From an optimization exercise on the open Yosys and OpenROAD flow, aimed at small area, a short achievable clock period and few clock cycles per item; shortcuts taken in it are not production practice. At most, simulation tests tie the RTL to the original design; equivalence was not proved. No activity file was given, so power comes from the tool's default toggle rates.

==> flow/design.v (excerpt) <==
module source_text_tokenizer (
  input  logic                             clk_i,
  input  logic                             rst_ni,
  input  logic                             txt_valid_i,
  output logic                             txt_ready_o,
  input  logic [7:0]                       txt_char_i,
  input  logic                             txt_end_i,
  output logic                             tok_valid_o,
  input  logic                             tok_ready_i,
  output logic [stt_pkg::KindBits-1:0]     tok_kind_o,
  output logic [stt_pkg::LineBits-1:0]     tok_line_o,
  output logic [stt_pkg::ColBits-1:0]      tok_col_o,
  output logic [stt_pkg::OffsetBits-1:0]   tok_offset_o,
  output logic [stt_pkg::LengthBits-1:0]   tok_length_o,
  output logic                             tok_last_o
);
  typedef struct packed {
    logic       e;
    logic       al;
    logic       dg;
    logic       dt;
    logic       eq;
    logic       bg;
    logic       lf;
    logic       sg;
    logic [4:0] sk;
  } cls_t;
  typedef struct packed {
    logic id;
    logic num;
    logic dot;    
    logic op;     
  } mode_t;
  typedef struct packed {
    logic       v;       
    logic       sa;      
    logic       sb;      
    logic       last;
    logic       fin;     
    logic       stp;     
    logic       lrun;    
    logic [1:0] lsm;     
    logic [4:0] kind;
  } pres_t;
  function automatic cls_t classify(input logic [7:0] c, input logic end_i);
  ...
Size in the first run: roughly 720 cells after synthesis, about 180 flip-flops, ~100 I/O pins, ~8100 sq um of cells after synthesis.
Settings: LEC_CHECK=0, CAP_MARGIN=20, CORE_MARGIN=2, CORE_UTILIZATION=40, CTS_BUF_LIST=sky130_fd_sc_hd__clkbuf_8, SETUP_SLACK_MARGIN=2.5, SLEW_MARGIN=20; clock period 5.0 ns.
standard.sh (not shown) runs the stock make flow with config.mk's settings and CLKGATE_MAP_FILE= SYNTH_SCRIPT=/design/flow/synth_recipe.tcl, a recipe that flattens the netlist after the stock synthesis.
==> flow/flow/run.sh <==
#!/bin/bash
# The standard layout (standard.sh, the standard flow's own ORFS run) with these ORFS
# settings changed; make's full output goes to make.log here, each ORFS step's
# log to orfs/logs.
set -euo pipefail
export BUFFER_PORTS_ARGS="-buffer_cell sky130_fd_sc_hd__buf_1"
bash standard.sh > make.log 2>&1
The starting point ran to the end with no violations.
Testbench counts at the start, summed over its fixed seeds: cycles 24,838, bytes 24,017.
Rerun with:
--- a/flow/design.v
+++ b/flow/design.v
@@ -184,26 +184,26 @@
       r.lsm  = 2'd1;
       r.kind = stt_pkg::TK_ILLEGAL;
     end else begin
       r.last = 1'b1;
       r.fin  = 1'b1;
       r.stp  = 1'b0;
       r.lrun = 1'b0;
       r.lsm  = {1'b0, !x.e};
       r.kind = x.e ? stt_pkg::TK_EOF : x.sk;
     end
     present = r;
   endfunction
-  logic cur_vld_q, skd_vld_q, cur_vld_d;
-  cls_t cur_q, skd_q, in_cls, cur_d;
+  logic cur_vld_q, cur_vld_d;
+  cls_t cur_q, in_cls, cur_d;
   mode_t            mode_q, mode_d;
   logic             bang_q, bang_d;    
   logic             seen_q, seen_d;    
   stt_pkg::line_t   line_q, line_d;
   stt_pkg::col_t    col_q, col_d, tsc_q;
   stt_pkg::offset_t off_q, off_d, tso_q;
   stt_pkg::length_t run_q, run_d;
   logic             ph_q, ph_d;        
   logic             ctop_q, otop_q;    
   pres_t            pr_q, pr_d;
   logic hold_dot, absorbed, start;
   logic take, consume, step, cur_free, in_xfer;
@@ -215,43 +215,43 @@
   assign start    = !cur_q.e && !absorbed && (cur_q.al || cur_q.dg || cur_q.eq || cur_q.bg);
   assign tok_valid_o  = pr_q.v;
   assign tok_kind_o   = pr_q.kind;
   assign tok_last_o   = pr_q.last;
   assign tok_line_o   = line_q;
   assign tok_col_o    = pr_q.sa ? tsc_q : {col_q[15:1], col_q[0] || (pr_q.sb && ctop_q)};
   assign tok_offset_o = pr_q.sa ? tso_q : {off_q[31:1], off_q[0] || (pr_q.sb && otop_q)};
   assign tok_length_o = pr_q.lrun ? run_q : {14'd0, pr_q.lsm};
   assign take     = pr_q.v && tok_ready_i;
   assign step     = take && pr_q.stp;
   assign consume  = (cur_vld_q && !pr_q.v) || (take && pr_q.fin);
   assign cur_free = !cur_vld_q || consume;
-  assign txt_ready_o = !skd_vld_q;
-  assign in_xfer     = txt_valid_i && !skd_vld_q;
+  assign txt_ready_o = cur_free;
+  assign in_xfer     = txt_valid_i && cur_free;
   assign in_cls      = classify(txt_char_i, txt_end_i);
   assign adv    = step || (consume && !cur_q.e && !hold_dot);
   assign two    = consume && mode_q.dot;
   assign lf_adv = consume && cur_q.lf;
   assign radv   = consume && (mode_q.id || mode_q.num || mode_q.dot) && absorbed && !hold_dot;
   assign off_top = &off_q[31:1];
   assign col_top = &col_q[15:1];
   assign run_top = &run_q[15:1];
   assign oc1     = adv && !off_top && (two || off_q[0]);
   assign cc1     = adv && !col_top && (two || col_q[0]);
   assign rc1     = radv && !run_top && (mode_q.dot || run_q[0]);
   always_comb begin
     cur_vld_d = cur_vld_q;
     cur_d     = cur_q;
     if (cur_free) begin
-      cur_vld_d = skd_vld_q || in_xfer;
-      cur_d     = skd_vld_q ? skd_q : in_cls;
+      cur_vld_d = txt_valid_i;
+      cur_d     = in_cls;
     end
     ph_d = ph_q;
     if (consume || step) begin
       ph_d = 1'b0;
     end else if (take) begin
       ph_d = 1'b1;
     end
     off_d[0] = adv ? (off_top || (off_q[0] ^ !two)) : off_q[0];
     for (int i = 1; i < 32; i++) begin
       off_d[i] = off_q[i] ^ (oc1 && (&(off_q | ~((32'd1 << i) - 32'd2))));
     end
     line_d[0] = line_q[0] ^ (lf_adv && !(&line_q));
@@ -283,47 +283,42 @@
       if (start) begin
         bang_d = cur_q.bg;
         seen_d = 1'b0;
       end else if (mode_q.dot && cur_q.dg) begin
         seen_d = 1'b1;
       end
     end
     pr_d = present(cur_d, cur_vld_d, mode_d, bang_d, seen_d, ph_d);
   end
   always_ff @(posedge clk_i or negedge rst_ni) begin
     if (!rst_ni) begin
       cur_vld_q <= 1'b0;
-      skd_vld_q <= 1'b0;
       ph_q      <= 1'b0;
       mode_q    <= '0;
       line_q    <= stt_pkg::line_t'(1);
       col_q     <= stt_pkg::col_t'(1);
       off_q     <= '0;
       pr_q.v    <= 1'b0;
     end else begin
       cur_vld_q <= cur_vld_d;
-      skd_vld_q <= cur_free ? 1'b0 : (skd_vld_q || in_xfer);
       ph_q      <= ph_d;
       mode_q    <= mode_d;
       line_q    <= line_d;
       col_q     <= col_d;
       off_q     <= off_d;
       pr_q.v    <= pr_d.v;
     end
   end
   always_ff @(posedge clk_i) begin
     cur_q  <= cur_d;
-    if (!skd_vld_q) begin
-      skd_q <= in_cls;
-    end
     if (consume && start) begin
       tsc_q <= col_q;
       tso_q <= off_q;
     end
     run_q  <= run_d;
     bang_q <= bang_d;
     seen_q <= seen_d;
     ctop_q <= col_top;
     otop_q <= off_top;
     {pr_q.sa, pr_q.sb, pr_q.last, pr_q.fin, pr_q.stp, pr_q.lrun, pr_q.lsm, pr_q.kind} <=
       {pr_d.sa, pr_d.sb, pr_d.last, pr_d.fin, pr_d.stp, pr_d.lrun, pr_d.lsm, pr_d.kind};
   end
Result:
- wire length went up by a few percent
- sequential share of layout area went down by 2.5 points
- setup slack got worse by 51 ps
- clock power went down by a few percent
- hold slack improved by 14 ps
- power went down by a quarter to a third
- cell area went down slightly
- combinational power went down by well over a third
- non-clock buffer count went up by 4
- final cell count went down slightly
- flip-flop and latch count went down by 14
- maximum frequency went down slightly
- count of clock-buffer cells in the layout went down by 1
Testbench counts after the change, summed over its fixed seeds: cycles 24,838, bytes 24,017.


source_text_tokenizer, a different RTL version from the one above (not shown whole).
Size: ~700 cells after synthesis, ~170 flip-flops, roughly 100 I/O pins, roughly 7600 sq um of cells after synthesis.
Settings: LEC_CHECK=0, CAP_MARGIN=20, CORE_MARGIN=2, CORE_UTILIZATION=40, CTS_BUF_LIST=sky130_fd_sc_hd__clkbuf_8, SETUP_SLACK_MARGIN=2.75, SLEW_MARGIN=20; clock period 5.0 ns.
==> flow/flow/run.sh <==
#!/bin/bash
# The standard layout (standard.sh, the standard flow's own ORFS run) with these ORFS
# settings changed; make's full output goes to make.log here, each ORFS step's
# log to orfs/logs.
set -euo pipefail
export BUFFER_PORTS_ARGS="-buffer_cell sky130_fd_sc_hd__buf_1"
export SKIP_GATE_CLONING=1
bash standard.sh > make.log 2>&1
Testbench counts at the start, summed over its fixed seeds: cycles 24,838, bytes 24,017.
Edit:
--- a/flow/design.v
+++ b/flow/design.v
@@ -190,28 +190,30 @@
       r.fin  = 1'b1;
       r.stp  = 1'b0;
       r.lrun = 1'b0;
       r.lsm  = {1'b0, !x.e};
       r.kind = x.e ? stt_pkg::TK_EOF : x.sk;
     end
     present = r;
   endfunction
-  logic cur_vld_q, cur_vld_d;
-  cls_t cur_q, in_cls, cur_d;
+  logic cur_vld_q, skd_vld_q, cur_vld_d;
+  cls_t cur_q, skd_q, in_cls, cur_d;
   mode_t            mode_q, mode_d;
   logic             bang_q, bang_d;    
   logic             seen_q, seen_d;    
   stt_pkg::line_t   line_q, line_d;
   stt_pkg::col_t    col_q, col_d, tsc_q;
   stt_pkg::offset_t off_q, off_d, tso_q;
   stt_pkg::length_t run_q, run_d;
   logic             ph_q, ph_d;        
   logic             ctop_q, otop_q;    
-  pres_t            pr_q, pr_d;
+  pres_t            pr_q, pr_d, pr_skd, pr_in, pr_stp, pr_nxt;
+  mode_t            fin_mode, stp_mode;
+  logic             fin_bang, fin_seen;
   logic hold_dot, absorbed, start;
   logic take, consume, step, cur_free, in_xfer;
   logic adv, two, lf_adv, radv;
   logic off_top, col_top, run_top, oc1, cc1, rc1;
   assign hold_dot = mode_q.num && cur_q.dt && !seen_q;
   assign absorbed = (mode_q.id && cur_q.al) || (mode_q.num && cur_q.dg) || hold_dot ||
                     (mode_q.dot && cur_q.dg) || (mode_q.op && cur_q.eq);
   assign start    = !cur_q.e && !absorbed && (cur_q.al || cur_q.dg || cur_q.eq || cur_q.bg);
@@ -223,35 +225,35 @@
                         ({16{pr_q.sp}} & {col_q[15:1], col_q[0] || (pr_q.sb && ctop_q)});
   assign tok_offset_o = ({32{pr_q.sa}} & tso_q) |
                         ({32{pr_q.sp}} & {off_q[31:1], off_q[0] || (pr_q.sb && otop_q)});
   assign tok_length_o = pr_q.lrun ? run_q : {14'd0, pr_q.lsm};
   assign take     = pr_q.v && tok_ready_i;
   assign step     = take && pr_q.stp;
   assign consume  = (cur_vld_q && !pr_q.v) || (take && pr_q.fin);
   assign cur_free = !cur_vld_q || consume;
-  assign txt_ready_o = cur_free;
-  assign in_xfer     = txt_valid_i && cur_free;
+  assign txt_ready_o = !skd_vld_q;
+  assign in_xfer     = txt_valid_i && !skd_vld_q;
   assign in_cls      = classify(txt_char_i, txt_end_i);
   assign adv    = step || (consume && !cur_q.e && !hold_dot);
   assign two    = consume && mode_q.dot;
   assign lf_adv = consume && cur_q.lf;
   assign radv   = consume && (mode_q.id || mode_q.num || mode_q.dot) && absorbed && !hold_dot;
   assign off_top = &off_q[31:1];
   assign col_top = &col_q[15:1];
   assign run_top = &run_q[15:1];
   assign oc1     = adv && !off_top && (two || off_q[0]);
   assign cc1     = adv && !col_top && (two || col_q[0]);
   assign rc1     = radv && !run_top && (mode_q.dot || run_q[0]);
   always_comb begin
     cur_vld_d = cur_vld_q;
     cur_d     = cur_q;
     if (cur_free) begin
-      cur_vld_d = txt_valid_i;
-      cur_d     = in_cls;
+      cur_vld_d = skd_vld_q || in_xfer;
+      cur_d     = skd_vld_q ? skd_q : in_cls;
     end
     ph_d = ph_q;
     if (consume || step) begin
       ph_d = 1'b0;
     end else if (take) begin
       ph_d = 1'b1;
     end
     off_d[0] = adv ? (off_top || (off_q[0] ^ !two)) : off_q[0];
@@ -286,39 +288,68 @@
       mode_d.op  = start && (cur_q.eq || cur_q.bg);
       if (start) begin
         bang_d = cur_q.bg;
         seen_d = 1'b0;
       end else if (mode_q.dot && cur_q.dg) begin
         seen_d = 1'b1;
       end
     end
-    pr_d = present(cur_d, cur_vld_d, mode_d, bang_d, seen_d, ph_d);
+    fin_mode = mode_q;
+    fin_bang = bang_q;
+    fin_seen = seen_q;
+    if (cur_vld_q) begin
+      fin_mode.id  = start ? cur_q.al : (mode_q.id && cur_q.al);
+      fin_mode.num = start ? cur_q.dg : (mode_q.num && cur_q.dg) || (mode_q.dot && cur_q.dg);
+      fin_mode.dot = hold_dot;
+      fin_mode.op  = start && (cur_q.eq || cur_q.bg);
+      if (start) begin
+        fin_bang = cur_q.bg;
+        fin_seen = 1'b0;
+      end else if (mode_q.dot && cur_q.dg) begin
+        fin_seen = 1'b1;
+      end
+    end
+    stp_mode     = mode_q;
+    stp_mode.dot = 1'b0;
+    pr_skd = present(skd_q, 1'b1, fin_mode, fin_bang, fin_seen, 1'b0);
+    pr_in  = present(in_cls, txt_valid_i, fin_mode, fin_bang, fin_seen, 1'b0);
+    pr_stp = present(cur_q, 1'b1, stp_mode, bang_q, seen_q, 1'b0);
+    pr_nxt = present(cur_q, 1'b1, mode_q, bang_q, seen_q, 1'b1);
+    if (cur_free)  pr_d = skd_vld_q ? pr_skd : pr_in;
+    else if (step) pr_d = pr_stp;
+    else if (take) pr_d = pr_nxt;
+    else           pr_d = pr_q;
   end
   always_ff @(posedge clk_i or negedge rst_ni) begin
     if (!rst_ni) begin
       cur_vld_q <= 1'b0;
+      skd_vld_q <= 1'b0;
       ph_q      <= 1'b0;
       mode_q    <= '0;
       line_q    <= stt_pkg::line_t'(1);
       col_q     <= stt_pkg::col_t'(1);
       off_q     <= '0;
       pr_q.v    <= 1'b0;
     end else begin
       cur_vld_q <= cur_vld_d;
+      skd_vld_q <= cur_free ? 1'b0 : (skd_vld_q || in_xfer);
       ph_q      <= ph_d;
       mode_q    <= mode_d;
       line_q    <= line_d;
       col_q     <= col_d;
       off_q     <= off_d;
       pr_q.v    <= pr_d.v;
     end
   end
   always_ff @(posedge clk_i) begin
     cur_q  <= cur_d;
+    if (!skd_vld_q) begin
+      skd_q <= in_cls;
+    end
     if (consume && start) begin
       tsc_q <= col_q;
       tso_q <= off_q;
     end
     run_q  <= run_d;
     bang_q <= bang_d;
     seen_q <= seen_d;
     ctop_q <= col_top;
Effect: Final cell count increases by 18%. Die area increases by 15%. Via count increases by 19%. Worst hold slack degrades by 0.029 ns. Maximum frequency decreases by 0.68%. Final area increases by 15%. Synthesized area increases by 16%. Global-route usage increases by 0.77 points.
Only the layout flow was run in the second run of this note; the RTL was not checked for function there.


Another version of the RTL of source_text_tokenizer (not shown whole).
Size in the first run: about 170 flip-flops, about 100 I/O pins, about 7900 um2 of cells after synthesis.
==> flow/config.mk <==
export PLATFORM = sky130hd
export DESIGN_NAME = source_text_tokenizer
export DESIGN_NICKNAME = source_text_tokenizer
export VERILOG_FILES = /design/flow/design.v
export SDC_FILE = /design/flow/constraint.sdc
export NUM_CORES = 4
export LEC_CHECK = 0
export CAP_MARGIN = 20
export CORE_MARGIN = 2
export CORE_UTILIZATION = 40
export CTS_BUF_LIST = sky130_fd_sc_hd__clkbuf_8
export SETUP_SLACK_MARGIN = 2.45
export SLEW_MARGIN = 20
==> flow/constraint.sdc <==
create_clock -name core_clock -period 5.0 [get_ports {clk_i}]
set_input_delay 1.0000 -clock core_clock [delete_from_list [all_inputs] [get_ports {clk_i}]]
set_output_delay 1.0000 -clock core_clock [all_outputs]
set_load 0.01 [all_outputs]
Scripts as last shown in full above: flow/flow/run.sh
Rerun with:
--- a/flow/design.v
+++ b/flow/design.v
@@ -125,15 +125,14 @@
     logic num;
     logic dot;    
     logic op;     
   } mode_t;
   typedef struct packed {
     logic       v;       
     logic       sa;      
-    logic       sp;      
     logic       sb;      
     logic       last;
     logic       fin;     
     logic       stp;     
     logic       lrun;    
     logic [1:0] lsm;     
     logic [4:0] kind;
@@ -161,15 +160,14 @@
     hold_dot = m.num && x.dt && !seen;
     a_ex     = (m.id && !x.al) || (m.num && !x.dg && !hold_dot) || (m.dot && !x.dg) || m.op;
     c_ex     = x.e || (x.sg && !hold_dot);
     c_idle   = x.e || x.sg;
     special  = m.dot && !x.dg;
     sp_x     = !(x.e || x.al || x.dg || x.eq || x.bg || x.sg);
     r.sa     = a_ex && !ph;
-    r.sp     = !r.sa;
     r.sb     = special && ph;
     r.v      = vld && (a_ex || c_ex);
     if (r.sa) begin
       r.last = !special && !c_ex;
       r.fin  = !special && !c_ex;
       r.stp  = 1'b0;
       r.lrun = !m.op;
@@ -205,35 +203,32 @@
   stt_pkg::offset_t off_q, off_d, tso_q;
   stt_pkg::length_t run_q, run_d;
   logic             ph_q, ph_d;        
   logic             ctop_q, otop_q;    
   pres_t            pr_q, pr_d;
   logic hold_dot, absorbed, start;
   logic take, consume, step, cur_free, in_xfer;
-  logic idle_q;    
   logic adv, two, lf_adv, radv;
   logic off_top, col_top, run_top, oc1, cc1, rc1;
   assign hold_dot = mode_q.num && cur_q.dt && !seen_q;
   assign absorbed = (mode_q.id && cur_q.al) || (mode_q.num && cur_q.dg) || hold_dot ||
                     (mode_q.dot && cur_q.dg) || (mode_q.op && cur_q.eq);
   assign start    = !cur_q.e && !absorbed && (cur_q.al || cur_q.dg || cur_q.eq || cur_q.bg);
   assign tok_valid_o  = pr_q.v;
   assign tok_kind_o   = pr_q.kind;
   assign tok_last_o   = pr_q.last;
   assign tok_line_o   = line_q;
-  assign tok_col_o    = ({16{pr_q.sa}} & tsc_q) |
-                        ({16{pr_q.sp}} & {col_q[15:1], col_q[0] || (pr_q.sb && ctop_q)});
-  assign tok_offset_o = ({32{pr_q.sa}} & tso_q) |
-                        ({32{pr_q.sp}} & {off_q[31:1], off_q[0] || (pr_q.sb && otop_q)});
+  assign tok_col_o    = pr_q.sa ? tsc_q : {col_q[15:1], col_q[0] || (pr_q.sb && ctop_q)};
+  assign tok_offset_o = pr_q.sa ? tso_q : {off_q[31:1], off_q[0] || (pr_q.sb && otop_q)};
   assign tok_length_o = pr_q.lrun ? run_q : {14'd0, pr_q.lsm};
   assign take     = pr_q.v && tok_ready_i;
   assign step     = take && pr_q.stp;
   assign consume  = (cur_vld_q && !pr_q.v) || (take && pr_q.fin);
   assign cur_free = !cur_vld_q || consume;
-  assign txt_ready_o = idle_q || (tok_ready_i && pr_q.fin);
+  assign txt_ready_o = cur_free;
   assign in_xfer     = txt_valid_i && cur_free;
   assign in_cls      = classify(txt_char_i, txt_end_i);
   assign adv    = step || (consume && !cur_q.e && !hold_dot);
   assign two    = consume && mode_q.dot;
   assign lf_adv = consume && cur_q.lf;
   assign radv   = consume && (mode_q.id || mode_q.num || mode_q.dot) && absorbed && !hold_dot;
   assign off_top = &off_q[31:1];
@@ -299,34 +294,32 @@
       cur_vld_q <= 1'b0;
       ph_q      <= 1'b0;
       mode_q    <= '0;
       line_q    <= stt_pkg::line_t'(1);
       col_q     <= stt_pkg::col_t'(1);
       off_q     <= '0;
       pr_q.v    <= 1'b0;
-      idle_q    <= 1'b1;
     end else begin
       cur_vld_q <= cur_vld_d;
       ph_q      <= ph_d;
       mode_q    <= mode_d;
       line_q    <= line_d;
       col_q     <= col_d;
       off_q     <= off_d;
       pr_q.v    <= pr_d.v;
-      idle_q    <= !cur_vld_d || !pr_d.v;
     end
   end
   always_ff @(posedge clk_i) begin
     cur_q  <= cur_d;
     if (consume && start) begin
       tsc_q <= col_q;
       tso_q <= off_q;
     end
     run_q  <= run_d;
     bang_q <= bang_d;
     seen_q <= seen_d;
     ctop_q <= col_top;
     otop_q <= off_top;
-    {pr_q.sa, pr_q.sp, pr_q.sb, pr_q.last, pr_q.fin, pr_q.stp, pr_q.lrun, pr_q.lsm, pr_q.kind} <=
-      {pr_d.sa, pr_d.sp, pr_d.sb, pr_d.last, pr_d.fin, pr_d.stp, pr_d.lrun, pr_d.lsm, pr_d.kind};
+    {pr_q.sa, pr_q.sb, pr_q.last, pr_q.fin, pr_q.stp, pr_q.lrun, pr_q.lsm, pr_q.kind} <=
+      {pr_d.sa, pr_d.sb, pr_d.last, pr_d.fin, pr_d.stp, pr_d.lrun, pr_d.lsm, pr_d.kind};
   end
 endmodule
=>
- The new run finished with timing, DRC and antenna clean
- clock power shrinks by about 20%
- routed wire length grows by about 3%
- via count shrinks by about 1.3%
- total power shrinks by about 1.6%
- design area grows by 4.5%
- non-clock buffer count grows by 11
Testbench counts after the change, summed over its fixed seeds: cycles 24,838, bytes 24,017.
No functional check of the RTL was part of the first run of this note.

==> separate check: timing with driven ports <==
How much do the figures lean on ideal ports? The routed layouts below were timed once more, with nothing changed but the port constraints.
Step 1, drivers: a clkbuf_16 drives clk_i and a buf_2 each remaining input, both assumed.
Step 2 moves the port delays by t, midway between the first and last clock arrival at a register: inputs arrive t later, outputs are due t later. That takes back most of the time a late clock gives input paths.
Three values: ideal ports, drivers, drivers and shift; two values: the first two.
run	t (ns)	setup slack, ns	worst setup path after step 2
the first run of note 1	0.482	2.424 / 2.389 / 1.977	input to register
the second run of note 1	0.502	2.373 / 2.335 / 1.924	input to register
the first run of note 2	0.480	2.479 / 2.428 / 1.983	input to register
the second run of note 2	0.508	2.462 / 2.424 / 1.996	input to register
the first run of note 3	0.485	2.472 / 2.464 / 2.008	input to register
the second run of note 3	0.475	2.354 / 2.315 / 1.950	input to register
After both steps every run listed still meets setup and hold. The setup slack of the first run of note 2, which loses most, moves by -0.051 ns with the drivers and by -0.496 ns with both steps.
